Context: an optimization exercise on an open-source flow, tuned for small area, a short achievable clock period and few clock cycles per item. The choices shown serve that exercise and are no tape-out recipe.
In this exercise RTL edits were held to simulation tests only and were not proved equivalent to the original.

## west
Design wallace_mac, start of the top module:
module wallace_mac (
    input  wire        clk,
    input  wire        arst_n,
    input  wire        req,
    output logic       ack,
    input  wire [15:0] a,
    input  wire [15:0] b,
    input  wire [31:0] acc,
    input  wire        cin,
    output logic [32:0] result
);
    always_ff @(posedge clk or negedge arst_n) begin
        if (!arst_n) ack <= 1'b0;
        else         ack <= req;
    end
    wire pp_0_0;
    wire pp_0_1;
    wire pp_0_2;
    wire pp_0_3;
    wire pp_0_4;
    wire pp_0_5;
    wire pp_0_6;
    wire pp_0_7;
    wire pp_0_8;
    wire pp_0_9;
    wire pp_0_10;
    wire pp_0_11;
    wire pp_0_12;
    wire pp_0_13;
    wire pp_0_14;
    wire pp_0_15;
    wire pp_1_0;
    wire pp_1_1;
    wire pp_1_2;
    wire pp_1_3;
    wire pp_1_4;
    wire pp_1_5;
    wire pp_1_6;
    wire pp_1_7;
    wire pp_1_8;
    wire pp_1_9;
    wire pp_1_10;
    wire pp_1_11;
    wire pp_1_12;
    wire pp_1_13;
    wire pp_1_14;
    wire pp_1_15;
    wire pp_2_0;
    wire pp_2_1;
    wire pp_2_2;
    wire pp_2_3;
    wire pp_2_4;
    wire pp_2_5;
    wire pp_2_6;
    wire pp_2_7;
    wire pp_2_8;
    wire pp_2_9;
  ...
Size in the first run: about 77 flip-flops, roughly 10000 um^2 of cells after synthesis.
clock: 6.0 ns
lec_check: 0
cap_margin: 20
core_margin: 2
core_utilization: 40
cts_buf_list: sky130_fd_sc_hd__clkbuf_8
setup_slack_margin: 2.1
slew_margin: 20
synth_hierarchical: 1
synth_minimum_keep_size: 0
standard.sh (not shown) runs the stock make flow with config.mk's settings and CLKGATE_MAP_FILE= SYNTH_SCRIPT=/design/flow/synth_recipe.tcl, a recipe that flattens the netlist after the stock synthesis.
==> flow/flow/run.sh <==
#!/bin/bash
# The standard layout (the standard.sh: ORFS synthesis and place and route,
# unchanged), except that the port buffers that global placement inserts on
# every input and output use a plain buffer cell rather than the delay cell
# the resizer would pick by default.
set -euo pipefail
export BUFFER_PORTS_ARGS="-buffer_cell ${PORT_BUFFER:-sky130_fd_sc_hd__buf_2}"
bash standard.sh > standard_flow.log 2>&1
west did not stop at any stage, and its layout met the timing, DRC and antenna checks.
Testbench counts of west, summed over its fixed seeds: cycles 16,000, items 8,000.
Relative to west, the following input files were edited for middle:
- a change of SETUP_SLACK_MARGIN from 2.1 to 2.0
==> flow/flow/run.sh <==
#!/bin/bash
# The standard layout (the standard.sh: ORFS synthesis, then place and
# route), with two changes to how the layout is made:
#  - the port buffers that global placement inserts on every input and output
#    use a plain buffer cell (buf_2) rather than the delay cell the resizer
#    would pick by default;
#  - after the standard synthesis, the a21oi and nand2 gates that ABC mapped at
#    drive strength 2 start at drive strength 1 (same function and pins); the
#    resizer sizes up again whatever timing needs.
# Each step's full output goes to its own log file in this folder (ORFS's own
# per-step logs stay under orfs/logs/).
set -euo pipefail
export BUFFER_PORTS_ARGS="-buffer_cell sky130_fd_sc_hd__buf_2"
R="$PWD/orfs/results/sky130hd/wallace_mac/base"
bash standard.sh "$R/1_2_yosys.v" > synth_flow.log 2>&1
sed -i -E 's/sky130_fd_sc_hd__(a21oi|nand2)_2 /sky130_fd_sc_hd__\1_1 /' "$R/1_2_yosys.v"
grep -c "sky130_fd_sc_hd__a21oi_1 \|sky130_fd_sc_hd__nand2_1 " "$R/1_2_yosys.v" > downsize.log 2>&1 || true
bash standard.sh > standard_flow.log 2>&1
In the reports for middle and west, the larger layout overhead on the synthesized area belongs to middle. middle against west: worst path arrival time increased by 0.07 ns relative to the old numbers, core utilization closely matched the old numbers. In the flow results for middle and west, the sequential share of layout area is larger on middle. The run showing the smaller amount of wire on met2 after detailed routing is west. middle vs west — highest clock rate dropped 0.0047 GHz. Going from west to middle, the worst slew margin relative to its limit was found to have gone down by 40 points. First-iteration DRC count (middle / west): 0.920. For middle and west, there was not a single run that failed to finish clean. As far as number of sequential cells is concerned, west and middle perform about the same.

## static timing again, ports no longer ideal
Ports are ideal in the flow. The routed layouts listed here were re-timed in OpenROAD.
Step 1 sets driving cells, clkbuf_16 on the clock port and buf_2 on the other inputs (assumed; they add their load-dependent delay and slew).
Step 2 moves the port delays by t, midway between the first and last clock arrival at a register: inputs arrive t later, outputs are due t later. That takes back most of the time a late clock gives input paths.
Slacks: ideal ports / drivers / drivers and shift; pairs: ideal ports / drivers.
run | t (ns) | setup WS [ns] | hold WS [ns] | worst setup path after step 2 | worst slew at a driven data input, ns
west | 0.412 | 2.133 / 2.090 / 1.762 | 0.587 / 0.570 / 0.982 | input to register | 0.07
middle | 0.418 | 2.061 / 2.018 / 1.682 | 0.579 / 0.557 / 0.976 | input to register | 0.05
After both steps setup and hold are still met in every run listed. For middle, which loses most, drivers alone change the setup slack by -0.043 ns; drivers and shift together by -0.379 ns.
